From an optimization exercise on the open Yosys and OpenROAD flow, aimed at small area, a short achievable clock period and few clock cycles; shortcuts taken in it are not production practice. Only simulation tests tie the RTL to the original design; equivalence was not proved. Power and IR drop assume default switching activity.

==> flow/design.v, too long to show whole: its modules and the start of the top module <==
// module chm_cross_csa: 460 lines
// module chm_chain: 138 lines
// module chm_store: 140 lines
// module convex_hull_monotone_chain: 369 lines
module convex_hull_monotone_chain #(
  parameter int unsigned MAX_POINTS = 64,
  parameter int unsigned COORD_BITS = 12
) (
  input  wire          clk_i,
  input  wire          rst_ni,
  input  wire          point_valid_i,
  output wire          point_ready_o,
  input  wire [11:0]   point_x_i,
  input  wire [11:0]   point_y_i,
  input  wire          point_last_i,
  output wire          edge_valid_o,
  input  wire          edge_ready_i,
  output wire [11:0]   edge_start_x_o,
  output wire [11:0]   edge_start_y_o,
  output wire [11:0]   edge_end_x_o,
  output wire [11:0]   edge_end_y_o,
  output wire          edge_no_edge_o,
  output wire          edge_overflow_o,
  output wire          edge_last_o
);
  // ...
==> flow/run.sh <==
#!/bin/bash
# synth_recipe.tcl (not shown) runs the flow's synth.tcl, then flattens the netlist and writes it again
# the make line also repeats each setting of config.mk as NAME=value (left out here)
make -C /OpenROAD-flow-scripts/flow DESIGN_CONFIG=/design/flow/config.mk WORK_HOME=/design/flow/orfs CLKGATE_MAP_FILE= SYNTH_SCRIPT=/design/flow/synth_recipe.tcl finish
==> flow/config.mk <==
export PLATFORM = sky130hd
export DESIGN_NAME = convex_hull_monotone_chain
export DESIGN_NICKNAME = convex_hull_monotone_chain
export VERILOG_FILES = /design/flow/design.v
export SDC_FILE = /design/flow/constraint.sdc
export NUM_CORES = 4
export LEC_CHECK = 0
export ABC_CLOCK_PERIOD_IN_PS = 3500
export CAP_MARGIN = 20
export CORE_MARGIN = 2
export CORE_UTILIZATION = 45
export PLACE_DENSITY = 0.6
export SETUP_SLACK_MARGIN = 5
export SLEW_MARGIN = 20
==> flow/constraint.sdc <==
create_clock -name core_clock -period 10.0 [get_ports {clk_i}]
set_input_delay 2.0000 -clock core_clock [delete_from_list [all_inputs] [get_ports {clk_i}]]
set_output_delay 2.0000 -clock core_clock [all_outputs]
set_load 0.01 [all_outputs]
==> impl_metrics.toml, run 1 <==
[yosys]
ys_ff_latch = 2699
synth_compound_area_share_pct = 31.2
yosys.area_share.simple_pct = 16.0
synthMuxAreaShare_pct = 2.19
synth_top_family_by_area = "compound AO/OA/AOI/OAI gates"
yosys.area_share.adder_pct = 13.9
synth_flop_cell = "dfxtp_1"
ys_types = 133
synth_seq_area_share_pct = 30.5
synth-edff-count = 388
netlist_area_um2 = 196000
synth.most_common_cell = "nand2_1"
synth-async-reset-ratio_pct = 13.0
synth_nets = 25394
synthCells = 23341
synth_area_per_cell_um2 = 8.38
yosysTopAreaCell = "dfxtp_1"
yosys_warnings = 9

[placed_design]
port_buffers = 81
dpl.hpwl_mm = 1240
dpl.cell_count = 28785
gp_congestion = 1.33
dp_slack_ps = 956

[global_route]
grt_max_degree = 136
grt_pass1_vias = 285506
gr-usage-all-layers_pct = 91.2
grtUsageMet3_pct = 85.0
use_met2_pct = 99.3
use_met1_pct = 90.8
grt_overflow = 6685
grt_busiest_layer = "met2"

[cts]
cts_made_buffers = 332
cts_resized = 3897
root_buffer = "clkbuf_16"
clock-sinks = 2699
ctsHoldBuffers = 0
clk_path_buf_depth = 4
cts_setup_buffers = 1432

[outcome]
outcome = "did not finish"
tool.error = "[ERROR GRT-0116] Global routing finished with congestion. Check the congestion regions in the DRC Viewer."
lastStage = "global routing (5_1_grt)"

[floorplanning]
die_x_um = 663
initial_core_util_pct = 45.1
dieHeight_um = 663
io_pins = 82
Testbench counts, summed over its fixed seeds: cycles 2,937.
==> module chm_chain, before the edit <==
module chm_chain #(
  parameter bit UP = 1'b1            
) (
  input  wire         clk_i,
  input  wire         rst_ni,
  input  wire         init_i,        
  input  wire [23:0]  p0_i,
  input  wire [5:0]   p0_idx_i,
  input  wire         mine_i,        
  output logic        req_o,
  output logic        req_below_o,   
  output logic [5:0]  req_idx_o,
  input  wire         rsp_found_i,
  input  wire [5:0]   rsp_idx_i,
  input  wire [23:0]  rsp_data_i,
  output logic        decide_o,
  output logic [49:0] dn_o,
  input  wire         cr_neg_i,
  input  wire         cr_zero_i,
  output logic [63:0] mask_o,
  output logic [5:0]  top_idx_o,
  output logic        done_o
);
  localparam logic [1:0] OP_NONE = 2'd0, OP_CHECK = 2'd1, OP_PUSH = 2'd2;
  logic [23:0] t1_q, t2_q, t3_q, c_q, cn_q;
  logic [5:0]  t1i_q, t2i_q, t3i_q, ci_q, cni_q, fi_q;
  logic        t2v_q, t3v_q, cv_q, cnv_q;
  logic        need_t3_q, exh_q;
  logic [1:0]  op_q;
  logic [63:0] m_q;
  wire decide = !mine_i && (op_q != OP_NONE);
  wire pop    = (op_q == OP_CHECK) && (UP ? !cr_neg_i : (cr_neg_i || cr_zero_i));
  assign req_o       = mine_i && (need_t3_q || (!exh_q && (!cv_q || !cnv_q)));
  assign req_below_o = need_t3_q;
  assign req_idx_o   = need_t3_q ? t2i_q : fi_q;
  assign decide_o = decide;
  assign dn_o = pop ? {po_d1x, po_d1y, po_d2x, po_d2y} : {pu_d1x, pu_d1y, pu_d2x, pu_d2y};
  assign mask_o    = m_q;
  assign top_idx_o = t1i_q;
  assign done_o    = exh_q && !cv_q && (op_q == OP_NONE) && !need_t3_q;
  wire [11:0] pu_d1x = c_q[23:12]  - t1_q[23:12];
  wire [12:0] pu_d1y = {1'b0, c_q[11:0]}  - {1'b0, t1_q[11:0]};
  wire [11:0] pu_d2x = cn_q[23:12] - t1_q[23:12];
  wire [12:0] pu_d2y = {1'b0, cn_q[11:0]} - {1'b0, t1_q[11:0]};
  wire [11:0] po_d1x = t2_q[23:12] - t3_q[23:12];
  wire [12:0] po_d1y = {1'b0, t2_q[11:0]} - {1'b0, t3_q[11:0]};
  wire [11:0] po_d2x = c_q[23:12]  - t3_q[23:12];
  wire [12:0] po_d2y = {1'b0, c_q[11:0]}  - {1'b0, t3_q[11:0]};
  always_ff @(posedge clk_i or negedge rst_ni) begin
    if (!rst_ni) begin
      t2v_q     <= 1'b0;
      t3v_q     <= 1'b0;
      cv_q      <= 1'b0;
      cnv_q     <= 1'b0;
      need_t3_q <= 1'b0;
      exh_q     <= 1'b1;
      op_q      <= OP_NONE;
      m_q       <= '0;
      t1i_q     <= '0;
      fi_q      <= '0;
    end else if (init_i) begin
      t2v_q     <= 1'b0;
      t3v_q     <= 1'b0;
      cv_q      <= 1'b0;
      cnv_q     <= 1'b0;
      need_t3_q <= 1'b0;
      exh_q     <= 1'b0;
      op_q      <= OP_NONE;
      m_q       <= 64'd1 << p0_idx_i;
      t1i_q     <= p0_idx_i;
      fi_q      <= p0_idx_i;
    end else if (mine_i) begin
      if (req_o) begin
        if (need_t3_q) begin
          t3v_q     <= rsp_found_i;
          need_t3_q <= 1'b0;
        end else if (!cv_q) begin
          cv_q  <= rsp_found_i;
          exh_q <= !rsp_found_i;
          fi_q  <= rsp_idx_i;
        end else begin
          cnv_q <= rsp_found_i;
          exh_q <= !rsp_found_i;
          fi_q  <= rsp_idx_i;
        end
      end
      op_q <= !cv_q ? OP_NONE : (t2v_q ? OP_CHECK : OP_PUSH);
    end else if (decide) begin
      op_q <= OP_NONE;
      if (pop) begin
        m_q[t1i_q] <= 1'b0;
        t1i_q      <= t2i_q;
        t2v_q      <= t3v_q;
        t3v_q      <= 1'b0;
        need_t3_q  <= t3v_q;
      end else begin
        m_q[ci_q] <= 1'b1;
        t3v_q     <= t2v_q;
        t2v_q     <= 1'b1;
        t1i_q     <= ci_q;
        cv_q      <= cnv_q;
        cnv_q     <= 1'b0;
      end
    end
  end
  always_ff @(posedge clk_i) begin
    if (init_i) begin
      t1_q <= p0_i;
    end else if (mine_i) begin
      if (req_o) begin
        if (need_t3_q) begin
          t3_q  <= rsp_data_i;
          t3i_q <= rsp_idx_i;
        end else if (!cv_q) begin
          c_q  <= rsp_data_i;
          ci_q <= rsp_idx_i;
        end else begin
          cn_q  <= rsp_data_i;
          cni_q <= rsp_idx_i;
        end
      end
    end else if (decide) begin
      if (pop) begin
        t1_q  <= t2_q;
        t2_q  <= t3_q;
        t2i_q <= t3i_q;
      end else begin
        t3_q  <= t2_q;
        t3i_q <= t2i_q;
        t2_q  <= t1_q;
        t2i_q <= t1i_q;
        t1_q  <= c_q;
        c_q   <= cn_q;
        ci_q  <= cni_q;
      end
    end
  end
endmodule
==> module chm_store, before the edit <==
module chm_store (
  input  wire               clk_i,
  input  wire               rst_ni,
  input  wire               clr_bot_i,    
  input  wire               clr_top_i,    
  input  wire               ins_i,        
  input  wire               ins_last_i,   
  input  wire               ld_top_i,     
  input  wire  [23:0]       ins_p_i,
  output logic              rm_o,         
  output logic [64*24-1:0]  s_o,          
  output logic [63:0]       vb_o,         
  output logic [63:0]       vt_o,         
  output logic [63:0]       cu_o,         
  output logic [63:0]       cl_o,         
  output logic [23:0]       s0_next_o,    
  output logic [23:0]       s63_next_o    
);
  localparam int N = 64;
  logic [23:0]  s_q [N];
  logic [3:0]   f_q [N];      
  logic [N-1:0] vb_q, vt_q;
  logic         rm_q;
  logic [23:0]  rp_q;
  logic [N-1:0] ge_q;
  logic [N-1:0] rg, g, gx, gp, gxn, rn, gep, nxt, lst, eq, in_ne, in_nw, in_sw, in_se;
  logic [N-1:0] sel_p, sel_n, sel_new, sel_hold, sel_lo, sel_hi;
  logic [3:0]   fu [N];
  logic [3:0]   fnew;
  logic [23:0]  s_d [N];
  logic [3:0]   f_d [N];
  logic         case_a;       
  wire [11:0] px = ins_p_i[23:12];
  wire [11:0] py = ins_p_i[11:0];
  always_comb begin
    for (int i = 0; i < N; i++) begin
      logic xg, xe, yg, ye;
      xg = s_q[i][23:12] > px;
      xe = s_q[i][23:12] == px;
      yg = s_q[i][11:0] > py;
      ye = s_q[i][11:0] == py;
      rg[i]    = ld_top_i ? vt_q[i] : vb_q[i];
      g[i]     = rg[i] && (xg || (xe && yg));
      gx[i]    = g[i] || !rg[i];
      eq[i]    = rg[i] && xe && ye;
      in_ne[i] = rg[i] && !(xe && ye) && (xg || xe) && (yg || ye);
      in_nw[i] = rg[i] && !(xe && ye) && !xg && (yg || ye);
      in_sw[i] = rg[i] && !(xe && ye) && !xg && !yg;
      in_se[i] = rg[i] && !(xe && ye) && (xg || xe) && !yg;
      fu[i] = f_q[i] | ({4{ins_i}} & {in_nw[i], in_ne[i], in_se[i], in_sw[i]});
    end
    fnew = {|in_se, |in_sw, |in_nw, |in_ne} | {4{|eq}};
    case_a = ({rp_q[23:12], rp_q[11:0]} <= ins_p_i);
    for (int i = 0; i < N; i++) begin
      if (ld_top_i) begin
        gp[i]  = (i == N - 1) ? 1'b0 : g[(i + 1) % N];
        gep[i] = (i == N - 1) ? 1'b0 : ge_q[(i + 1) % N];
        gxn[i] = (i == 0)     ? 1'b1 : gx[(i + N - 1) % N];
        rn[i]  = (i == 0)     ? 1'b0 : rg[(i + N - 1) % N];
        nxt[i] = !rg[i] && ((i == N - 1) ? 1'b1 : rg[(i + 1) % N]);
      end else begin
        gp[i]  = (i == 0)     ? 1'b0 : g[(i + N - 1) % N];
        gep[i] = (i == 0)     ? 1'b0 : ge_q[(i + N - 1) % N];
        gxn[i] = (i == N - 1) ? 1'b1 : gx[(i + 1) % N];
        rn[i]  = (i == N - 1) ? 1'b0 : rg[(i + 1) % N];
        nxt[i] = !rg[i] && ((i == 0) ? 1'b1 : rg[(i + N - 1) % N]);
      end
      lst[i] = rg[i] && !rn[i];
    end
    for (int i = 0; i < N; i++) begin
      if (!rm_q) begin
        sel_p[i]   = ins_i && gp[i];
        sel_n[i]   = 1'b0;
        sel_new[i] = ins_i && (g[i] || nxt[i]) && !gp[i];
      end else if (!ins_i) begin
        sel_p[i]   = 1'b0;
        sel_n[i]   = ge_q[i] && rn[i];
        sel_new[i] = 1'b0;
      end else if (case_a) begin
        sel_p[i]   = 1'b0;
        sel_n[i]   = ge_q[i] && !gxn[i];
        sel_new[i] = ge_q[i] && !gx[i] && gxn[i];
      end else begin
        sel_p[i]   = gp[i] && !gep[i];
        sel_n[i]   = 1'b0;
        sel_new[i] = g[i] && !gp[i];
      end
      sel_hold[i] = !(sel_p[i] || sel_n[i] || sel_new[i]);
      sel_lo[i]   = ld_top_i ? sel_n[i] : sel_p[i];
      sel_hi[i]   = ld_top_i ? sel_p[i] : sel_n[i];
    end
    for (int i = 0; i < N; i++) begin
      s_d[i] = ({24{sel_lo[i]}}   & s_q[(i + N - 1) % N])
             | ({24{sel_hi[i]}}   & s_q[(i + 1) % N])
             | ({24{sel_new[i]}}  & ins_p_i)
             | ({24{sel_hold[i]}} & s_q[i]);
      f_d[i] = ({4{sel_lo[i]}}   & fu[(i + N - 1) % N])
             | ({4{sel_hi[i]}}   & fu[(i + 1) % N])
             | ({4{sel_new[i]}}  & fnew)
             | ({4{sel_hold[i]}} & fu[i]);
    end
  end
  wire grow   = ins_i && !rm_q;
  wire shrink = rm_q && !ins_i;
  always_ff @(posedge clk_i or negedge rst_ni) begin
    if (!rst_ni) begin
      vb_q <= '0;
      vt_q <= '0;
      rm_q <= 1'b0;
    end else begin
      if (clr_bot_i)                   vb_q <= '0;
      else if (grow && !ld_top_i)      vb_q <= vb_q | nxt;
      else if (shrink && !ld_top_i)    vb_q <= vb_q & ~lst;
      if (clr_top_i)                   vt_q <= '0;
      else if (grow && ld_top_i)       vt_q <= vt_q | nxt;
      else if (shrink && ld_top_i)     vt_q <= vt_q & ~lst;
      rm_q <= ins_i && !ins_last_i && (&fnew);
    end
  end
  always_ff @(posedge clk_i) begin
    for (int i = 0; i < N; i++) begin
      s_q[i] <= s_d[i];
      f_q[i] <= f_d[i];
    end
    rp_q <= ins_p_i;
    ge_q <= (rm_q && case_a) ? gxn : gx;
  end
  assign rm_o       = rm_q;
  assign s0_next_o  = s_d[0];
  assign s63_next_o = s_d[N-1];
  always_comb begin
    for (int i = 0; i < N; i++) begin
      s_o[24*i +: 24] = s_q[i];
      cu_o[i] = !(f_q[i][0] && f_q[i][1]);
      cl_o[i] = !(f_q[i][2] && f_q[i][3]);
    end
    vb_o = vb_q;
    vt_o = vt_q;
  end
endmodule
==> run 2, diff against run 1 <==
--- a/flow/design.v
+++ b/flow/design.v
@@ -462,120 +462,128 @@
 `default_nettype wire
 `default_nettype none
 module chm_chain #(
   parameter bit UP = 1'b1            
 ) (
   input  wire         clk_i,
   input  wire         rst_ni,
   input  wire         init_i,        
+  input  wire         load_p0_i,     
   input  wire [23:0]  p0_i,
   input  wire [5:0]   p0_idx_i,
   input  wire         mine_i,        
-  output logic        req_o,
-  output logic        req_below_o,   
-  output logic [5:0]  req_idx_o,
+  output logic        req_refill_o,  
   input  wire         rsp_found_i,
+  input  wire [63:0]  rsp_oh_i,
   input  wire [5:0]   rsp_idx_i,
   input  wire [23:0]  rsp_data_i,
+  output logic [63:0] rc_o,
+  output logic [63:0] mb_o,
   output logic        decide_o,
   output logic [49:0] dn_o,
   input  wire         cr_neg_i,
   input  wire         cr_zero_i,
-  output logic [63:0] mask_o,
+  input  wire         clr_i,
+  input  wire [63:0]  clr_oh_i,
   output logic [5:0]  top_idx_o,
   output logic        done_o
 );
   localparam logic [1:0] OP_NONE = 2'd0, OP_CHECK = 2'd1, OP_PUSH = 2'd2;
   logic [23:0] t1_q, t2_q, t3_q, c_q, cn_q;
-  logic [5:0]  t1i_q, t2i_q, t3i_q, ci_q, cni_q, fi_q;
+  logic [5:0]  t1i_q, t2i_q, t3i_q, ci_q, cni_q;
   logic        t2v_q, t3v_q, cv_q, cnv_q;
   logic        need_t3_q, exh_q;
   logic [1:0]  op_q;
-  logic [63:0] m_q;
+  logic [63:0] rc_q, mb_q;
   wire decide = !mine_i && (op_q != OP_NONE);
   wire pop    = (op_q == OP_CHECK) && (UP ? !cr_neg_i : (cr_neg_i || cr_zero_i));
-  assign req_o       = mine_i && (need_t3_q || (!exh_q && (!cv_q || !cnv_q)));
-  assign req_below_o = need_t3_q;
-  assign req_idx_o   = need_t3_q ? t2i_q : fi_q;
-  assign decide_o = decide;
-  assign dn_o = pop ? {po_d1x, po_d1y, po_d2x, po_d2y} : {pu_d1x, pu_d1y, pu_d2x, pu_d2y};
-  assign mask_o    = m_q;
-  assign top_idx_o = t1i_q;
-  assign done_o    = exh_q && !cv_q && (op_q == OP_NONE) && !need_t3_q;
+  wire req    = mine_i && (need_t3_q || (!exh_q && (!cv_q || !cnv_q)));
+  assign req_refill_o = need_t3_q;
+  assign rc_o         = rc_q;
+  assign mb_o         = mb_q;
+  assign top_idx_o    = t1i_q;
+  assign done_o       = exh_q && !cv_q && (op_q == OP_NONE) && !need_t3_q;
   wire [11:0] pu_d1x = c_q[23:12]  - t1_q[23:12];
   wire [12:0] pu_d1y = {1'b0, c_q[11:0]}  - {1'b0, t1_q[11:0]};
   wire [11:0] pu_d2x = cn_q[23:12] - t1_q[23:12];
   wire [12:0] pu_d2y = {1'b0, cn_q[11:0]} - {1'b0, t1_q[11:0]};
   wire [11:0] po_d1x = t2_q[23:12] - t3_q[23:12];
   wire [12:0] po_d1y = {1'b0, t2_q[11:0]} - {1'b0, t3_q[11:0]};
   wire [11:0] po_d2x = c_q[23:12]  - t3_q[23:12];
   wire [12:0] po_d2y = {1'b0, c_q[11:0]}  - {1'b0, t3_q[11:0]};
+  assign decide_o = decide;
+  assign dn_o = pop ? {po_d1x, po_d1y, po_d2x, po_d2y} : {pu_d1x, pu_d1y, pu_d2x, pu_d2y};
+  wire [63:0] t1_oh = 64'd1 << t1i_q;
+  wire [63:0] t2_oh = 64'd1 << t2i_q;
+  wire [63:0] t3_oh = 64'd1 << t3i_q;
+  wire [63:0] c_oh  = 64'd1 << ci_q;
   always_ff @(posedge clk_i or negedge rst_ni) begin
     if (!rst_ni) begin
       t2v_q     <= 1'b0;
       t3v_q     <= 1'b0;
       cv_q      <= 1'b0;
       cnv_q     <= 1'b0;
       need_t3_q <= 1'b0;
       exh_q     <= 1'b1;
       op_q      <= OP_NONE;
-      m_q       <= '0;
+      rc_q      <= '0;
+      mb_q      <= '0;
       t1i_q     <= '0;
-      fi_q      <= '0;
     end else if (init_i) begin
       t2v_q     <= 1'b0;
       t3v_q     <= 1'b0;
       cv_q      <= 1'b0;
       cnv_q     <= 1'b0;
       need_t3_q <= 1'b0;
       exh_q     <= 1'b0;
       op_q      <= OP_NONE;
-      m_q       <= 64'd1 << p0_idx_i;
+      rc_q      <= '1;
+      mb_q      <= '0;
       t1i_q     <= p0_idx_i;
-      fi_q      <= p0_idx_i;
     end else if (mine_i) begin
-      if (req_o) begin
+      if (req) begin
         if (need_t3_q) begin
           t3v_q     <= rsp_found_i;
           need_t3_q <= 1'b0;
-        end else if (!cv_q) begin
-          cv_q  <= rsp_found_i;
-          exh_q <= !rsp_found_i;
-          fi_q  <= rsp_idx_i;
         end else begin
-          cnv_q <= rsp_found_i;
+          if (!cv_q) cv_q  <= rsp_found_i;
+          else       cnv_q <= rsp_found_i;
           exh_q <= !rsp_found_i;
-          fi_q  <= rsp_idx_i;
+          rc_q  <= rc_q & ~rsp_oh_i;
         end
       end
       op_q <= !cv_q ? OP_NONE : (t2v_q ? OP_CHECK : OP_PUSH);
     end else if (decide) begin
       op_q <= OP_NONE;
       if (pop) begin
-        m_q[t1i_q] <= 1'b0;
-        t1i_q      <= t2i_q;
-        t2v_q      <= t3v_q;
-        t3v_q      <= 1'b0;
-        need_t3_q  <= t3v_q;
+        mb_q      <= mb_q & ~t3_oh;
+        t1i_q     <= t2i_q;
+        t2v_q     <= t3v_q;
+        t3v_q     <= 1'b0;
+        need_t3_q <= t3v_q;
       end else begin
-        m_q[ci_q] <= 1'b1;
+        if (!cnv_q && exh_q)  mb_q <= mb_q | (t2v_q ? t2_oh : 64'd0) | t1_oh | c_oh;
+        else if (t2v_q)       mb_q <= mb_q | t2_oh;
         t3v_q     <= t2v_q;
         t2v_q     <= 1'b1;
         t1i_q     <= ci_q;
         cv_q      <= cnv_q;
         cnv_q     <= 1'b0;
       end
+    end else if (clr_i) begin
+      mb_q <= mb_q & ~clr_oh_i;
     end
   end
   always_ff @(posedge clk_i) begin
-    if (init_i) begin
+    if (load_p0_i) begin
       t1_q <= p0_i;
-    end else if (mine_i) begin
-      if (req_o) begin
+    end
+    if (mine_i) begin
+      if (req) begin
         if (need_t3_q) begin
           t3_q  <= rsp_data_i;
           t3i_q <= rsp_idx_i;
         end else if (!cv_q) begin
           c_q  <= rsp_data_i;
           ci_q <= rsp_idx_i;
         end else begin
           cn_q  <= rsp_data_i;
@@ -601,141 +609,164 @@
 endmodule
 `default_nettype wire
 `default_nettype none
 module chm_store (
   input  wire               clk_i,
   input  wire               rst_ni,
   input  wire               clr_bot_i,    
   input  wire               clr_top_i,    
-  input  wire               ins_i,        
-  input  wire               ins_last_i,   
-  input  wire               ld_top_i,     
-  input  wire  [23:0]       ins_p_i,
-  output logic              rm_o,         
+  input  wire               s1_v_i,       
+  input  wire               s1_top_i,     
+  input  wire  [23:0]       s1_p_i,
+  output logic              s2_drop_o,    
+  output logic              s2_ins_o,     
+  output logic              s2_top_o,     
   output logic [64*24-1:0]  s_o,          
   output logic [63:0]       vb_o,         
   output logic [63:0]       vt_o,         
   output logic [63:0]       cu_o,         
-  output logic [63:0]       cl_o,         
-  output logic [23:0]       s0_next_o,    
-  output logic [23:0]       s63_next_o    
+  output logic [63:0]       cl_o          
 );
   localparam int N = 64;
   logic [23:0]  s_q [N];
   logic [3:0]   f_q [N];      
   logic [N-1:0] vb_q, vt_q;
-  logic         rm_q;
-  logic [23:0]  rp_q;
-  logic [N-1:0] ge_q;
-  logic [N-1:0] rg, g, gx, gp, gxn, rn, gep, nxt, lst, eq, in_ne, in_nw, in_sw, in_se;
-  logic [N-1:0] sel_p, sel_n, sel_new, sel_hold, sel_lo, sel_hi;
+  logic         v2_q, top2_q, bsame_q, bgt_q;
+  logic [23:0]  p2_q;
+  logic [N-1:0] g2_q;         
+  logic [3:0]   f2_q;         
+  logic [N-1:0] ge_q;         
+  function automatic [1:0] cmp12(input [11:0] a, input [11:0] b);
+    reg gt;
+    integer k;
+    begin
+      gt = 1'b0;
+      for (k = 0; k < 12; k = k + 1) gt = (a[k] & ~b[k]) | (~(a[k] ^ b[k]) & gt);
+      cmp12 = {gt, a == b};
+    end
+  endfunction
+  function automatic [3:0] quad(input xg, input xe, input yg, input ye);
+    reg same;
+    begin
+      same = xe & ye;
+      quad = {!same & (xg | xe) & !yg,        
+              !same & !xg & !yg,              
+              !same & !xg & (yg | ye),        
+              !same & (xg | xe) & (yg | ye)};  
+    end
+  endfunction
+  logic [N-1:0] rg1, gx1, in_ne, in_nw, in_sw, in_se, eq1;
   logic [3:0]   fu [N];
+  logic [3:0]   f1;
+  logic         pair;         
+  logic [1:0]   cx, cy;
+  logic [3:0]   q21, q12;     
+  always_comb begin
+    for (int i = 0; i < N; i++) begin
+      logic [1:0] rx, ry;
+      logic [3:0] q;
+      rx = cmp12(s_q[i][23:12], s1_p_i[23:12]);
+      ry = cmp12(s_q[i][11:0],  s1_p_i[11:0]);
+      rg1[i] = s1_top_i ? vt_q[i] : vb_q[i];
+      gx1[i] = !rg1[i] || rx[1] || (rx[0] && ry[1]);
+      eq1[i] = rg1[i] && rx[0] && ry[0];
+      q = quad(rx[1], rx[0], ry[1], ry[0]) & {4{rg1[i]}};
+      {in_se[i], in_sw[i], in_nw[i], in_ne[i]} = q;
+      fu[i] = f_q[i] | ({4{s1_v_i}} & {q[1], q[0], q[3], q[2]});
+    end
+    f1 = {|in_se, |in_sw, |in_nw, |in_ne} | {4{|eq1}};
+    pair = s1_v_i && v2_q && (s1_top_i == top2_q);
+    cx   = cmp12(p2_q[23:12], s1_p_i[23:12]);
+    cy   = cmp12(p2_q[11:0],  s1_p_i[11:0]);
+    q21  = quad(cx[1], cx[0], cy[1], cy[0]) | {4{cx[0] && cy[0]}};
+    q12  = {q21[1], q21[0], q21[3], q21[2]} & ~{4{cx[0] && cy[0]}};
+  end
+  logic         dead2, ins2;
   logic [3:0]   fnew;
+  logic [N-1:0] rg2, ga, gp, nxt;
+  logic [N-1:0] sel_p, sel_new, sel_hold, sel_lo, sel_hi;
   logic [23:0]  s_d [N];
   logic [3:0]   f_d [N];
-  logic         case_a;       
-  wire [11:0] px = ins_p_i[23:12];
-  wire [11:0] py = ins_p_i[11:0];
+  assign dead2 = &f2_q;
+  assign ins2  = v2_q && !dead2;
+  assign fnew  = f2_q | (pair ? q12 : 4'd0);
   always_comb begin
     for (int i = 0; i < N; i++) begin
-      logic xg, xe, yg, ye;
-      xg = s_q[i][23:12] > px;
-      xe = s_q[i][23:12] == px;
-      yg = s_q[i][11:0] > py;
-      ye = s_q[i][11:0] == py;
-      rg[i]    = ld_top_i ? vt_q[i] : vb_q[i];
-      g[i]     = rg[i] && (xg || (xe && yg));
-      gx[i]    = g[i] || !rg[i];
-      eq[i]    = rg[i] && xe && ye;
-      in_ne[i] = rg[i] && !(xe && ye) && (xg || xe) && (yg || ye);
-      in_nw[i] = rg[i] && !(xe && ye) && !xg && (yg || ye);
-      in_sw[i] = rg[i] && !(xe && ye) && !xg && !yg;
-      in_se[i] = rg[i] && !(xe && ye) && (xg || xe) && !yg;
-      fu[i] = f_q[i] | ({4{ins_i}} & {in_nw[i], in_ne[i], in_se[i], in_sw[i]});
-    end
-    fnew = {|in_se, |in_sw, |in_nw, |in_ne} | {4{|eq}};
-    case_a = ({rp_q[23:12], rp_q[11:0]} <= ins_p_i);
-    for (int i = 0; i < N; i++) begin
-      if (ld_top_i) begin
-        gp[i]  = (i == N - 1) ? 1'b0 : g[(i + 1) % N];
-        gep[i] = (i == N - 1) ? 1'b0 : ge_q[(i + 1) % N];
-        gxn[i] = (i == 0)     ? 1'b1 : gx[(i + N - 1) % N];
-        rn[i]  = (i == 0)     ? 1'b0 : rg[(i + N - 1) % N];
-        nxt[i] = !rg[i] && ((i == N - 1) ? 1'b1 : rg[(i + 1) % N]);
+      logic gprev, geprev, g2prev;
+      if (top2_q) begin
+        g2prev = (i == N - 1) ? 1'b0 : g2_q[(i + 1) % N];
+        geprev = (i == N - 1) ? 1'b0 : ge_q[(i + 1) % N];
       end else begin
-        gp[i]  = (i == 0)     ? 1'b0 : g[(i + N - 1) % N];
-        gep[i] = (i == 0)     ? 1'b0 : ge_q[(i + N - 1) % N];
-        gxn[i] = (i == N - 1) ? 1'b1 : gx[(i + 1) % N];
-        rn[i]  = (i == N - 1) ? 1'b0 : rg[(i + 1) % N];
-        nxt[i] = !rg[i] && ((i == 0) ? 1'b1 : rg[(i + N - 1) % N]);
+        g2prev = (i == 0) ? 1'b0 : g2_q[(i + N - 1) % N];
+        geprev = (i == 0) ? 1'b0 : ge_q[(i + N - 1) % N];
       end
-      lst[i] = rg[i] && !rn[i];
+      rg2[i] = top2_q ? vt_q[i] : vb_q[i];
+      if (!bsame_q || !ge_q[i]) ga[i] = g2_q[i];
+      else if (geprev)          ga[i] = g2prev;
+      else                      ga[i] = bgt_q;
     end
     for (int i = 0; i < N; i++) begin
-      if (!rm_q) begin
-        sel_p[i]   = ins_i && gp[i];
-        sel_n[i]   = 1'b0;
-        sel_new[i] = ins_i && (g[i] || nxt[i]) && !gp[i];
-      end else if (!ins_i) begin
-        sel_p[i]   = 1'b0;
-        sel_n[i]   = ge_q[i] && rn[i];
-        sel_new[i] = 1'b0;
-      end else if (case_a) begin
-        sel_p[i]   = 1'b0;
-        sel_n[i]   = ge_q[i] && !gxn[i];
-        sel_new[i] = ge_q[i] && !gx[i] && gxn[i];
+      logic gaprev, rgprev;
+      if (top2_q) begin
+        gaprev = (i == N - 1) ? 1'b0 : ga[(i + 1) % N];
+        rgprev = (i == N - 1) ? 1'b0 : rg2[(i + 1) % N];
       end else begin
-        sel_p[i]   = gp[i] && !gep[i];
-        sel_n[i]   = 1'b0;
-        sel_new[i] = g[i] && !gp[i];
-      end
-      sel_hold[i] = !(sel_p[i] || sel_n[i] || sel_new[i]);
-      sel_lo[i]   = ld_top_i ? sel_n[i] : sel_p[i];
-      sel_hi[i]   = ld_top_i ? sel_p[i] : sel_n[i];
+        gaprev = (i == 0) ? 1'b0 : ga[(i + N - 1) % N];
+        rgprev = (i == 0) ? 1'b0 : rg2[(i + N - 1) % N];
+      end
+      gp[i]       = gaprev && rgprev;
+      nxt[i]      = !rg2[i] && ((top2_q ? (i == N - 1) : (i == 0)) || rgprev);
+      sel_p[i]    = ins2 && gp[i];
+      sel_new[i]  = ins2 && ga[i] && !gaprev;
+      sel_hold[i] = !(sel_p[i] || sel_new[i]);
+      sel_lo[i]   = !top2_q && sel_p[i];
+      sel_hi[i]   =  top2_q && sel_p[i];
     end
     for (int i = 0; i < N; i++) begin
       s_d[i] = ({24{sel_lo[i]}}   & s_q[(i + N - 1) % N])
              | ({24{sel_hi[i]}}   & s_q[(i + 1) % N])
-             | ({24{sel_new[i]}}  & ins_p_i)
+             | ({24{sel_new[i]}}  & p2_q)
              | ({24{sel_hold[i]}} & s_q[i]);
       f_d[i] = ({4{sel_lo[i]}}   & fu[(i + N - 1) % N])
              | ({4{sel_hi[i]}}   & fu[(i + 1) % N])
              | ({4{sel_new[i]}}  & fnew)
              | ({4{sel_hold[i]}} & fu[i]);
     end
   end
-  wire grow   = ins_i && !rm_q;
-  wire shrink = rm_q && !ins_i;
   always_ff @(posedge clk_i or negedge rst_ni) begin
     if (!rst_ni) begin
-      vb_q <= '0;
-      vt_q <= '0;
-      rm_q <= 1'b0;
+      vb_q    <= '0;
+      vt_q    <= '0;
+      v2_q    <= 1'b0;
+      bsame_q <= 1'b0;
     end else begin
-      if (clr_bot_i)                   vb_q <= '0;
-      else if (grow && !ld_top_i)      vb_q <= vb_q | nxt;
-      else if (shrink && !ld_top_i)    vb_q <= vb_q & ~lst;
-      if (clr_top_i)                   vt_q <= '0;
-      else if (grow && ld_top_i)       vt_q <= vt_q | nxt;
-      else if (shrink && ld_top_i)     vt_q <= vt_q & ~lst;
-      rm_q <= ins_i && !ins_last_i && (&fnew);
+      if (clr_bot_i)               vb_q <= '0;
+      else if (ins2 && !top2_q)    vb_q <= vb_q | nxt;
+      if (clr_top_i)               vt_q <= '0;
+      else if (ins2 && top2_q)     vt_q <= vt_q | nxt;
+      v2_q    <= s1_v_i;
+      bsame_q <= pair && ins2;
     end
   end
   always_ff @(posedge clk_i) begin
     for (int i = 0; i < N; i++) begin
       s_q[i] <= s_d[i];
       f_q[i] <= f_d[i];
     end
-    rp_q <= ins_p_i;
-    ge_q <= (rm_q && case_a) ? gxn : gx;
-  end
-  assign rm_o       = rm_q;
-  assign s0_next_o  = s_d[0];
-  assign s63_next_o = s_d[N-1];
+    p2_q   <= s1_p_i;
+    top2_q <= s1_top_i;
+    g2_q   <= gx1;
+    f2_q   <= f1 | (pair ? q21 : 4'd0);
+    bgt_q  <= cx[1] || (cx[0] && cy[1]);
+    ge_q   <= ga;
+  end
+  assign s2_drop_o = v2_q && dead2;
+  assign s2_ins_o  = ins2;
+  assign s2_top_o  = top2_q;
   always_comb begin
     for (int i = 0; i < N; i++) begin
       s_o[24*i +: 24] = s_q[i];
       cu_o[i] = !(f_q[i][0] && f_q[i][1]);
       cl_o[i] = !(f_q[i][2] && f_q[i][3]);
     end
     vb_o = vb_q;
     vt_o = vt_q;
@@ -763,186 +794,211 @@
   output wire          edge_no_edge_o,
   output wire          edge_overflow_o,
   output wire          edge_last_o
 );
   localparam logic [2:0] E_IDLE = 3'd0, E_HULL = 3'd1, E_EMIT = 3'd2, E_NOEDGE = 3'd3, E_DONE = 3'd4;
   localparam logic [1:0] EM_B0 = 2'd0, EM_U = 2'd1, EM_L = 2'd2;
   logic [2:0]  eng_q;
   logic        set_done;
-  logic        rdy_q;
+  logic        rdy_q, open_q;
   logic [6:0]  cnt_q;         
   logic        ovf_q;
-  logic        ld_top_q;      
-  logic        wait_q;        
+  logic        acc_top_q;     
   logic [6:0]  room_q;
-  logic        in_v_q, in_last_q;
+  logic        in_v_q, in_last_q, in_top_q, in_ovf_q;    
   logic [23:0] in_p_q;
+  logic        last2_q, ovf2_q;                           
+  logic        wait_q, wait_top_q, wait_ovf_q;            
+  logic [6:0]  cells_b_q, cells_t_q;                      
   logic        hs_top_q;      
   logic        hs_ovf_q;
-  logic [6:0]  hs_k_q;        
-  logic [6:0]  ld_cells_q;    
-  logic        rm;            
+  logic        s2_drop, s2_ins, s2_top;
   wire acc      = point_valid_i && rdy_q;
+  wire keep     = acc && !cnt_q[6];
   wire eng_free = (eng_q == E_IDLE) || (eng_q == E_DONE);
-  wire handover = (in_last_q || wait_q) && eng_free;
-  wire [6:0] cnt_b = handover ? 7'd0 : cnt_q;
-  wire       keep  = acc && !cnt_b[6];
-  logic [6:0] room_0, cnt_0;
-  logic       wait_0, ovf_0;
-  always_comb begin
-    room_0 = room_q + (set_done ? hs_k_q : 7'd0) + {6'd0, rm};
-    cnt_0  = cnt_b;
-    ovf_0  = handover ? 1'b0 : ovf_q;
-    wait_0 = (in_last_q || wait_q) && !eng_free;
-  end
-  wire rdy_if_none = !wait_0 && (cnt_0[6] || (room_0 != 7'd0));
-  wire [6:0] room_1 = room_0 - 7'd1;
-  wire [6:0] cnt_1  = cnt_0 + 7'd1;
-  wire eng_free_next = eng_free && !handover;
-  wire rdy_if_keep = point_last_i ? (eng_free_next && room_1 != 7'd0)
-                                  : (cnt_1[6] || (room_1 != 7'd0));
-  wire rdy_if_drop = point_last_i ? (eng_free_next && room_0 != 7'd0)
-                                  : rdy_if_none;
+  wire handover = (last2_q || wait_q) && eng_free;
+  wire ho_top   = wait_q ? wait_top_q : s2_top;
+  wire ho_ovf   = wait_q ? wait_ovf_q : ovf2_q;
+  logic em_end;
+  wire [6:0] freed = {6'd0, s2_drop}
+                   + (set_done ? (hs_top_q ? cells_t_q : cells_b_q) : 7'd0);
+  wire [6:0] room_0 = room_q + freed;           
+  wire [6:0] room_1 = room_0 - 7'd1;            
+  wire pending  = in_last_q || last2_q || wait_q;
+  wire ok_next  = !pending && (eng_free || em_end);
+  wire reopen   = handover && (ho_top == !acc_top_q);
+  wire open_0   = open_q || reopen;
+  wire [6:0] cnt_1 = cnt_q + 7'd1;
+  wire rdy_none = open_0 && (cnt_q[6] || room_0 != 7'd0);
+  wire rdy_keep = point_last_i ? (ok_next && room_1 != 7'd0)
+                               : (open_0 && (cnt_1[6] || room_1 != 7'd0));
+  wire rdy_drop = point_last_i ? (ok_next && room_0 != 7'd0) : rdy_none;
   always_ff @(posedge clk_i or negedge rst_ni) begin
     if (!rst_ni) begin
-      rdy_q     <= 1'b1;
-      cnt_q     <= '0;
-      ovf_q     <= 1'b0;
-      ld_top_q  <= 1'b0;
-      wait_q    <= 1'b0;
-      room_q    <= 7'd64;
-      in_v_q    <= 1'b0;
-      in_last_q <= 1'b0;
-      hs_top_q  <= 1'b0;
-      hs_ovf_q  <= 1'b0;
-      hs_k_q    <= '0;
-      ld_cells_q <= '0;
+      rdy_q      <= 1'b1;
+      open_q     <= 1'b1;
+      cnt_q      <= '0;
+      ovf_q      <= 1'b0;
+      acc_top_q  <= 1'b0;
+      room_q     <= 7'd64;
+      in_v_q     <= 1'b0;
+      in_last_q  <= 1'b0;
+      in_top_q   <= 1'b0;
+      in_ovf_q   <= 1'b0;
+      last2_q    <= 1'b0;
+      ovf2_q     <= 1'b0;
+      wait_q     <= 1'b0;
+      wait_top_q <= 1'b0;
+      wait_ovf_q <= 1'b0;
+      cells_b_q  <= '0;
+      cells_t_q  <= '0;
+      hs_top_q   <= 1'b0;
+      hs_ovf_q   <= 1'b0;
     end else begin
-      ld_cells_q <= handover ? 7'd0 : ld_cells_q + {6'd0, in_v_q} - {6'd0, rm};
       in_v_q    <= keep;
       in_last_q <= acc && point_last_i;
-      wait_q    <= wait_0;
+      in_top_q  <= acc_top_q;
+      in_ovf_q  <= ovf_q || (acc && cnt_q[6]);
+      last2_q   <= in_last_q;
+      ovf2_q    <= in_ovf_q;
       if (!acc) begin
-        rdy_q  <= rdy_if_none;
-        cnt_q  <= cnt_0;
-        ovf_q  <= ovf_0;
+        rdy_q  <= rdy_none;
         room_q <= room_0;
-      end else if (keep) begin
-        rdy_q  <= rdy_if_keep;
-        cnt_q  <= cnt_1;
-        ovf_q  <= ovf_0;
-        room_q <= room_1;
+        open_q <= open_0;
       end else begin
-        rdy_q  <= rdy_if_drop;
-        cnt_q  <= cnt_0;
-        ovf_q  <= 1'b1;
-        room_q <= room_0;
+        if (keep) begin
+          rdy_q  <= rdy_keep;
+          room_q <= room_1;
+          cnt_q  <= cnt_1;
+        end else begin
+          rdy_q  <= rdy_drop;
+          room_q <= room_0;
+          ovf_q  <= 1'b1;
+        end
+        open_q <= open_0;
+        if (point_last_i) begin
+          open_q    <= ok_next;
+          cnt_q     <= '0;
+          ovf_q     <= 1'b0;
+          acc_top_q <= !acc_top_q;
+        end
       end
-      if (set_done) begin
-        hs_k_q <= '0;
+      if (last2_q && !eng_free) begin
+        wait_q     <= 1'b1;
+        wait_top_q <= s2_top;
+        wait_ovf_q <= ovf2_q;
+      end else if (handover) begin
+        wait_q <= 1'b0;
       end
       if (handover) begin
-        ld_top_q <= !ld_top_q;
-        hs_top_q <= ld_top_q;
-        hs_ovf_q <= ovf_q;
-        hs_k_q   <= ld_cells_q + {6'd0, in_v_q} - {6'd0, rm};
+        hs_top_q <= ho_top;
+        hs_ovf_q <= ho_ovf;
       end
+      if (set_done && !hs_top_q)   cells_b_q <= '0;
+      else if (s2_ins && !s2_top)  cells_b_q <= cells_b_q + 7'd1;
+      if (set_done && hs_top_q)    cells_t_q <= '0;
+      else if (s2_ins && s2_top)   cells_t_q <= cells_t_q + 7'd1;
     end
   end
   always_ff @(posedge clk_i) begin
     in_p_q <= {point_x_i, point_y_i};
   end
   assign point_ready_o = rdy_q;
   logic [64*24-1:0] s_flat;
   logic [63:0]      vb, vt, cu, cl;
-  logic [23:0]      s0_next, s63_next;
   chm_store u_store (
     .clk_i      (clk_i),
     .rst_ni     (rst_ni),
     .clr_bot_i  (set_done && !hs_top_q),
     .clr_top_i  (set_done &&  hs_top_q),
-    .ins_i      (in_v_q),
-    .ins_last_i (in_last_q),
-    .rm_o       (rm),
-    .ld_top_i   (ld_top_q),
-    .ins_p_i    (in_p_q),
+    .s1_v_i     (in_v_q),
+    .s1_top_i   (in_top_q),
+    .s1_p_i     (in_p_q),
+    .s2_drop_o  (s2_drop),
+    .s2_ins_o   (s2_ins),
+    .s2_top_o   (s2_top),
     .s_o        (s_flat),
     .vb_o       (vb),
     .vt_o       (vt),
     .cu_o       (cu),
-    .cl_o       (cl),
-    .s0_next_o  (s0_next),
-    .s63_next_o (s63_next)
+    .cl_o       (cl)
   );
   wire [63:0] hreg    = hs_top_q ? vt : vb;
   wire [63:0] p0_cell = hs_top_q ? {1'b1, 63'd0} : 64'd1;
   wire [5:0]  p0_idx  = hs_top_q ? 6'd63 : 6'd0;
   wire [63:0] pm_cell = hs_top_q ? (vt & ~{vt[62:0], 1'b0}) : (vb & ~{1'b0, vb[63:1]});
   wire [63:0] cand_u  = ((hreg & cu) | pm_cell) & ~p0_cell;
   wire [63:0] cand_l  = ((hreg & cl) | pm_cell) & ~p0_cell;
   wire        no_edge = !(|(hreg & (cu | cl) & ~p0_cell));
   wire [23:0] p0      = hs_top_q ? s_flat[63*24 +: 24] : s_flat[23:0];
-  logic        ph_q;
+  logic        ph_q, own_u_q, own_l_q;
   wire         hull = (eng_q == E_HULL);
-  logic        u_req, u_below, l_req, l_below;
-  logic [5:0]  u_ridx, l_ridx;
+  logic        u_refill, l_refill;
+  logic [63:0] u_rc, u_mb, l_rc, l_mb;
   logic        u_dec, l_dec;
   logic [49:0] u_dn, l_dn;
-  logic [63:0] mu, ml;
   logic [5:0]  u_top, l_top;
   logic        u_done, l_done;
+  logic        u_clr, l_clr;
   logic        f_found;
+  logic [63:0] f_oh;
   logic [5:0]  f_idx;
   logic [23:0] f_data;
   logic        cr_neg, cr_zero;
-  wire [23:0] init_p0  = ld_top_q ? s63_next : s0_next;
-  wire [23:0] init_p0w = wait_q ? (ld_top_q ? s_flat[63*24 +: 24] : s_flat[23:0]) : init_p0;
-  wire [5:0]  init_idx = ld_top_q ? 6'd63 : 6'd0;
+  wire         stay_hull;
+  wire [5:0]  init_idx = ho_top ? 6'd63 : 6'd0;
+  logic       ho_q;           
   chm_chain #(.UP(1'b1)) u_up (
-    .clk_i       (clk_i),
-    .rst_ni      (rst_ni),
-    .init_i      (handover),
-    .p0_i        (init_p0w),
-    .p0_idx_i    (init_idx),
-    .mine_i      (hull && !ph_q),
-    .req_o       (u_req),
-    .req_below_o (u_below),
-    .req_idx_o   (u_ridx),
-    .rsp_found_i (f_found),
-    .rsp_idx_i   (f_idx),
-    .rsp_data_i  (f_data),
-    .decide_o    (u_dec),
-    .dn_o        (u_dn),
-    .cr_neg_i    (cr_neg),
-    .cr_zero_i   (cr_zero),
-    .mask_o      (mu),
-    .top_idx_o   (u_top),
-    .done_o      (u_done)
+    .clk_i        (clk_i),
+    .rst_ni       (rst_ni),
+    .init_i       (handover),
+    .load_p0_i    (ho_q),
+    .p0_i         (p0),
+    .p0_idx_i     (init_idx),
+    .mine_i       (own_u_q),
+    .req_refill_o (u_refill),
+    .rsp_found_i  (f_found),
+    .rsp_oh_i     (f_oh),
+    .rsp_idx_i    (f_idx),
+    .rsp_data_i   (f_data),
+    .rc_o         (u_rc),
+    .mb_o         (u_mb),
+    .decide_o     (u_dec),
+    .dn_o         (u_dn),
+    .cr_neg_i     (cr_neg),
+    .cr_zero_i    (cr_zero),
+    .clr_i        (u_clr),
+    .clr_oh_i     (f_oh),
+    .top_idx_o    (u_top),
+    .done_o       (u_done)
   );
   chm_chain #(.UP(1'b0)) u_lo (
-    .clk_i       (clk_i),
-    .rst_ni      (rst_ni),
-    .init_i      (handover),
-    .p0_i        (init_p0w),
-    .p0_idx_i    (init_idx),
-    .mine_i      (hull && ph_q),
-    .req_o       (l_req),
-    .req_below_o (l_below),
-    .req_idx_o   (l_ridx),
-    .rsp_found_i (f_found),
-    .rsp_idx_i   (f_idx),
-    .rsp_data_i  (f_data),
-    .decide_o    (l_dec),
-    .dn_o        (l_dn),
-    .cr_neg_i    (cr_neg),
-    .cr_zero_i   (cr_zero),
-    .mask_o      (ml),
-    .top_idx_o   (l_top),
-    .done_o      (l_done)
+    .clk_i        (clk_i),
+    .rst_ni       (rst_ni),
+    .init_i       (handover),
+    .load_p0_i    (ho_q),
+    .p0_i         (p0),
+    .p0_idx_i     (init_idx),
+    .mine_i       (own_l_q),
+    .req_refill_o (l_refill),
+    .rsp_found_i  (f_found),
+    .rsp_oh_i     (f_oh),
+    .rsp_idx_i    (f_idx),
+    .rsp_data_i   (f_data),
+    .rc_o         (l_rc),
+    .mb_o         (l_mb),
+    .decide_o     (l_dec),
+    .dn_o         (l_dn),
+    .cr_neg_i     (cr_neg),
+    .cr_zero_i    (cr_zero),
+    .clr_i        (l_clr),
+    .clr_oh_i     (f_oh),
+    .top_idx_o    (l_top),
+    .done_o       (l_done)
   );
   logic [49:0] d_q;
   logic [27:0] r1, r2, r1_q, r2_q;
   always_ff @(posedge clk_i) begin
     if (u_dec)      d_q <= u_dn;
     else if (l_dec) d_q <= l_dn;
   end
   chm_cross_csa u_csa (
@@ -955,138 +1011,133 @@
   );
   always_ff @(posedge clk_i) begin
     r1_q <= r1;
     r2_q <= r2;
   end
   wire [27:0] cr_sum = r1_q + r2_q;
   assign cr_neg  = cr_sum[27];
   assign cr_zero = ((r1_q ^ r2_q) == {r1_q[26:0] | r2_q[26:0], 1'b0});
-  logic        em_req_below;
+  logic        em_last_dir;
   logic [63:0] em_mask;
-  logic [5:0]  em_ridx;
-  logic        q_below;
+  logic        q_last;
   logic [63:0] q_mask;
-  logic [5:0]  q_idx;
   always_comb begin
-    if (hull) begin
-      if (!ph_q) begin
-        q_below = u_below;
-        q_mask  = u_below ? mu : cand_u;
-        q_idx   = u_ridx;
-      end else begin
-        q_below = l_below;
-        q_mask  = l_below ? ml : cand_l;
-        q_idx   = l_ridx;
-      end
+    if (own_u_q) begin
+      q_last = u_refill;
+      q_mask = u_refill ? u_mb : (u_rc & cand_u);
+    end else if (own_l_q) begin
+      q_last = l_refill;
+      q_mask = l_refill ? l_mb : (l_rc & cand_l);
     end else begin
-      q_below = em_req_below;
-      q_mask  = em_mask;
-      q_idx   = em_ridx;
+      q_last = em_last_dir;
+      q_mask = em_mask;
     end
   end
-  logic [63:0] mm, oh_lo, oh_hi, oh;
+  logic [63:0] oh_lo, oh_hi;
   logic        dn;
   always_comb begin
     logic acc_lo, acc_hi;
-    dn = q_below ^ hs_top_q;       
-    for (int i = 0; i < 64; i++) begin
-      mm[i] = q_mask[i] && (dn ? (6'(i) < q_idx) : (6'(i) > q_idx));
-    end
+    dn = q_last ^ hs_top_q;       
     acc_lo = 1'b0;
     for (int i = 0; i < 64; i++) begin
-      oh_lo[i] = mm[i] && !acc_lo;
-      acc_lo   = acc_lo || mm[i];
+      oh_lo[i] = q_mask[i] && !acc_lo;
+      acc_lo   = acc_lo || q_mask[i];
     end
     acc_hi = 1'b0;
     for (int i = 63; i >= 0; i--) begin
-      oh_hi[i] = mm[i] && !acc_hi;
-      acc_hi   = acc_hi || mm[i];
+      oh_hi[i] = q_mask[i] && !acc_hi;
+      acc_hi   = acc_hi || q_mask[i];
     end
-    oh = dn ? oh_hi : oh_lo;
-    f_found = |mm;
+    f_oh    = dn ? oh_hi : oh_lo;
+    f_found = |q_mask;
     f_idx   = '0;
     f_data  = '0;
     for (int i = 0; i < 64; i++) begin
-      f_idx  = f_idx  | ({6{oh[i]}} & 6'(i));
-      f_data = f_data | ({24{oh[i]}} & s_flat[24*i +: 24]);
+      f_idx  = f_idx  | ({6{f_oh[i]}} & 6'(i));
+      f_data = f_data | ({24{f_oh[i]}} & s_flat[24*i +: 24]);
     end
   end
   logic [1:0]  em_q;
-  logic [5:0]  em_idx_q, l1_q;
+  logic        em_first_q;
+  logic [5:0]  l1_q;
   logic        ov_q;
   logic [11:0] sx_q, sy_q, ex_q, ey_q;
   logic        ne_q, of_q, le_q;
   wire out_free = !ov_q || edge_ready_i;
   always_comb begin
     case (em_q)
-      EM_B0:   begin em_req_below = 1'b0; em_mask = ml;            em_ridx = p0_idx;   end
-      EM_U:    begin em_req_below = 1'b0; em_mask = mu;            em_ridx = em_idx_q; end
-      default: begin em_req_below = 1'b1; em_mask = ml & ~p0_cell; em_ridx = em_idx_q; end
+      EM_B0:   begin em_last_dir = 1'b0; em_mask = l_mb & ~p0_cell;            end
+      EM_U:    begin em_last_dir = 1'b0; em_mask = u_mb & ~p0_cell;            end
+      default: begin em_last_dir = 1'b1; em_mask = l_mb & ~p0_cell & ~pm_cell; end
     endcase
   end
   wire em_fire = (eng_q == E_EMIT) && out_free;
   wire ne_fire = (eng_q == E_NOEDGE) && out_free;
   logic em_last;
   always_comb begin
     case (em_q)
       EM_B0:   em_last = 1'b0;
       EM_U:    em_last = (f_idx == u_top) && (l1_q == l_top);
       default: em_last = (f_idx == l1_q);
     endcase
   end
-  wire em_end = (em_fire && em_last) || ne_fire;
+  assign u_clr = em_fire && (em_q == EM_U);
+  assign l_clr = em_fire && (em_q == EM_L);
+  assign stay_hull = hull && !no_edge && !(u_done && l_done);
+  assign em_end = (em_fire && em_last) || ne_fire;
   assign set_done = (eng_q == E_DONE);
   always_ff @(posedge clk_i or negedge rst_ni) begin
     if (!rst_ni) begin
-      eng_q    <= E_IDLE;
-      ph_q     <= 1'b0;
-      em_q     <= EM_B0;
-      em_idx_q <= '0;
-      l1_q     <= '0;
-      ov_q     <= 1'b0;
+      eng_q      <= E_IDLE;
+      ph_q       <= 1'b0;
+      own_u_q    <= 1'b0;
+      own_l_q    <= 1'b0;
+      ho_q       <= 1'b0;
+      em_q       <= EM_B0;
+      em_first_q <= 1'b1;
+      l1_q       <= '0;
+      ov_q       <= 1'b0;
     end else begin
-      ph_q <= hull ? !ph_q : 1'b0;
+      ph_q    <= hull ? !ph_q : 1'b0;
+      ho_q    <= handover;
+      own_u_q <= handover || (stay_hull && ph_q);
+      own_l_q <= stay_hull && !ph_q;
       case (eng_q)
         E_HULL: begin
           if (no_edge)               eng_q <= E_NOEDGE;
           else if (u_done && l_done) eng_q <= E_EMIT;
-          em_q     <= EM_B0;
-          em_idx_q <= p0_idx;
+          em_q       <= EM_B0;
+          em_first_q <= 1'b1;
         end
         E_EMIT, E_NOEDGE: if (em_end) eng_q <= E_DONE;
         E_DONE: eng_q <= E_IDLE;
         default: ;
       endcase
       if (handover) eng_q <= E_HULL;
       if (edge_ready_i) ov_q <= 1'b0;
       if (em_fire || ne_fire) ov_q <= 1'b1;
       if (em_fire) begin
         case (em_q)
           EM_B0: begin
-            l1_q     <= f_idx;
-            em_q     <= EM_U;
-            em_idx_q <= p0_idx;
+            l1_q <= f_idx;
+            em_q <= EM_U;
           end
           EM_U: begin
-            if (f_idx == u_top) begin
-              em_q     <= EM_L;
-              em_idx_q <= l_top;
-            end else begin
-              em_idx_q <= f_idx;
-            end
+            em_first_q <= 1'b0;
+            if (f_idx == u_top) em_q <= EM_L;
           end
-          default: em_idx_q <= f_idx;
+          default: ;
         endcase
       end
     end
   end
   always_ff @(posedge clk_i) begin
     if (em_fire) begin
-      if (em_q == EM_B0 || (em_q == EM_U && em_idx_q == p0_idx)) begin
+      if (em_q == EM_B0 || (em_q == EM_U && em_first_q)) begin
         sx_q <= p0[23:12];
         sy_q <= p0[11:0];
       end else begin
         sx_q <= ex_q;
         sy_q <= ey_q;
       end
       ex_q <= f_data[23:12];
       ey_q <= f_data[11:0];
==> flow/config.mk (replaced) <==
export PLATFORM = sky130hd
export DESIGN_NAME = convex_hull_monotone_chain
export DESIGN_NICKNAME = convex_hull_monotone_chain
export VERILOG_FILES = /design/flow/design.v
export SDC_FILE = /design/flow/constraint.sdc
export NUM_CORES = 4
export LEC_CHECK = 0
export ABC_CLOCK_PERIOD_IN_PS = 3500
export CAP_MARGIN = 20
export CORE_MARGIN = 2
export CORE_UTILIZATION = 40
export PLACE_DENSITY = 0.6
export SETUP_SLACK_MARGIN = 4
export SLEW_MARGIN = 20
==> run 2 against run 1 <==
  * The run again fails in global routing (5_1_grt)
  * Synthesized cell count is 1.7% higher
  * Synthesized area is 2.1% higher
==> impl_metrics.toml, run 2 <==
[yosys]
netlist_area_um2 = 200000
synth-async-reset-ratio_pct = 16.4
synth_compound_area_share_pct = 27.9
synth_xor_area_share_pct = 0.789
synth-edff-count = 340
ys_ff_latch = 2891
yosys.area_share.adder_pct = 13.4
synthTopCellsByArea = "dfxtp_1 (21%), ha_1 (11%), nand2_1 (9.1%)"
yosys.area_share.simple_pct = 18.8
synthCells = 23738
yosys_warnings = 9
yosys.area.top_type_share_pct = 20.8
synth_top_family_by_area = "compound AO/OA/AOI/OAI gates"
synth_nets = 25770
synth_flop_cell = "dfxtp_1"
synth.most_common_cell = "nand2_1"
synth_area_per_cell_um2 = 8.42
yosysTopAreaCell = "dfxtp_1"
synth_seq_area_share_pct = 31.8
synthMuxAreaShare_pct = 2.60
synth_common_cells = "nand2_1 (4840), dfxtp_1 (2077), ha_1 (1835), a222oi_1 (1697), clkbuf_1 (1509)"
ys_types = 121

[cts]
ctsHoldBuffers = 0
clock-sinks = 2891
root_buffer = "clkbuf_16"
clk_path_buf_depth = 4
cts_made_buffers = 360
htree_levels = 5

[placed_design]
port_buffers = 81
gp_congestion = 1.22
dpl.hpwl_mm = 1270
dpl.cell_count = 29750

[global_route]
grt_overflow = 132
gr-usage-all-layers_pct = 68.0
grt_pass1_wl_mm = 2340
grt_max_degree = 122
grt_pass1_vias = 232326

[floorplanning]
io_pins = 82
dieHeight_um = 711
die_x_um = 711
rows = 259
initial_core_util_pct = 40.2

[outcome]
outcome = "did not finish"
lastStage = "global routing (5_1_grt)"
tool.error = "[ERROR GRT-0116] Global routing finished with congestion. Check the congestion regions in the DRC Viewer."
==> run 2: how the worst min path moves through the flow <==
stage / start / to / slack, ps / cells past startpoint
floorplan: in_p_q[0] / u_store.p2_q[0] / 330 / 0
detailed placement: in_ovf_q / ovf2_q / 340 / 0
CTS: in_ovf_q / ovf2_q / 360 / 0
global placement: in_ovf_q / ovf2_q / 340 / 0
==> run 2: metrics by stage <==
stage / power (uW) / worst slack (ps) / hold slack, ps / instance area, um^2
2_1_floorplan: 18300 / 4760 / 331 / 200000
3_3_place_gp: 24000 / 1760 / 338 / 213000
3_5_place_dp: 24100 / 1800 / 339 / 213000
4_1_cts: 38100 / 3860 / 356 / 229000
==> run 2: metal layers <==
metal | overflow | track usage (%)
met1 | 4 | 71.7
met2 | 63 | 85.1
met3 | 5 | 47.7
met4 | 57 | 66.6
met5 | 3 | 16.3
==> run 2: cells by family after synthesis <==
group	count (synthesis)
and+or+nand+nor	8352
DFF	2891
adders and majority gates	2053
xor gates and xnor gates	180
muxes	504
buffers and inverters	2373
AOI/OAI and AO/OA	7385
==> run 2: power groups by stage <==
stage,registers (uW),logic (uW),clock network [uW]
2_1_floorplan,13800,4480,0
3_3_place_gp,15900,8090,0
3_5_place_dp,15900,8190,0
4_1_cts,15600,8260,14200
==> run 2: what timing repair did <==
item / 4_1_cts
pin swaps: 95
setup buffers: 173
setup endpoints to repair: 367
resized for setup: 292
gates cloned: 18
Testbench counts of run 2, summed over its fixed seeds: cycles 2,959.
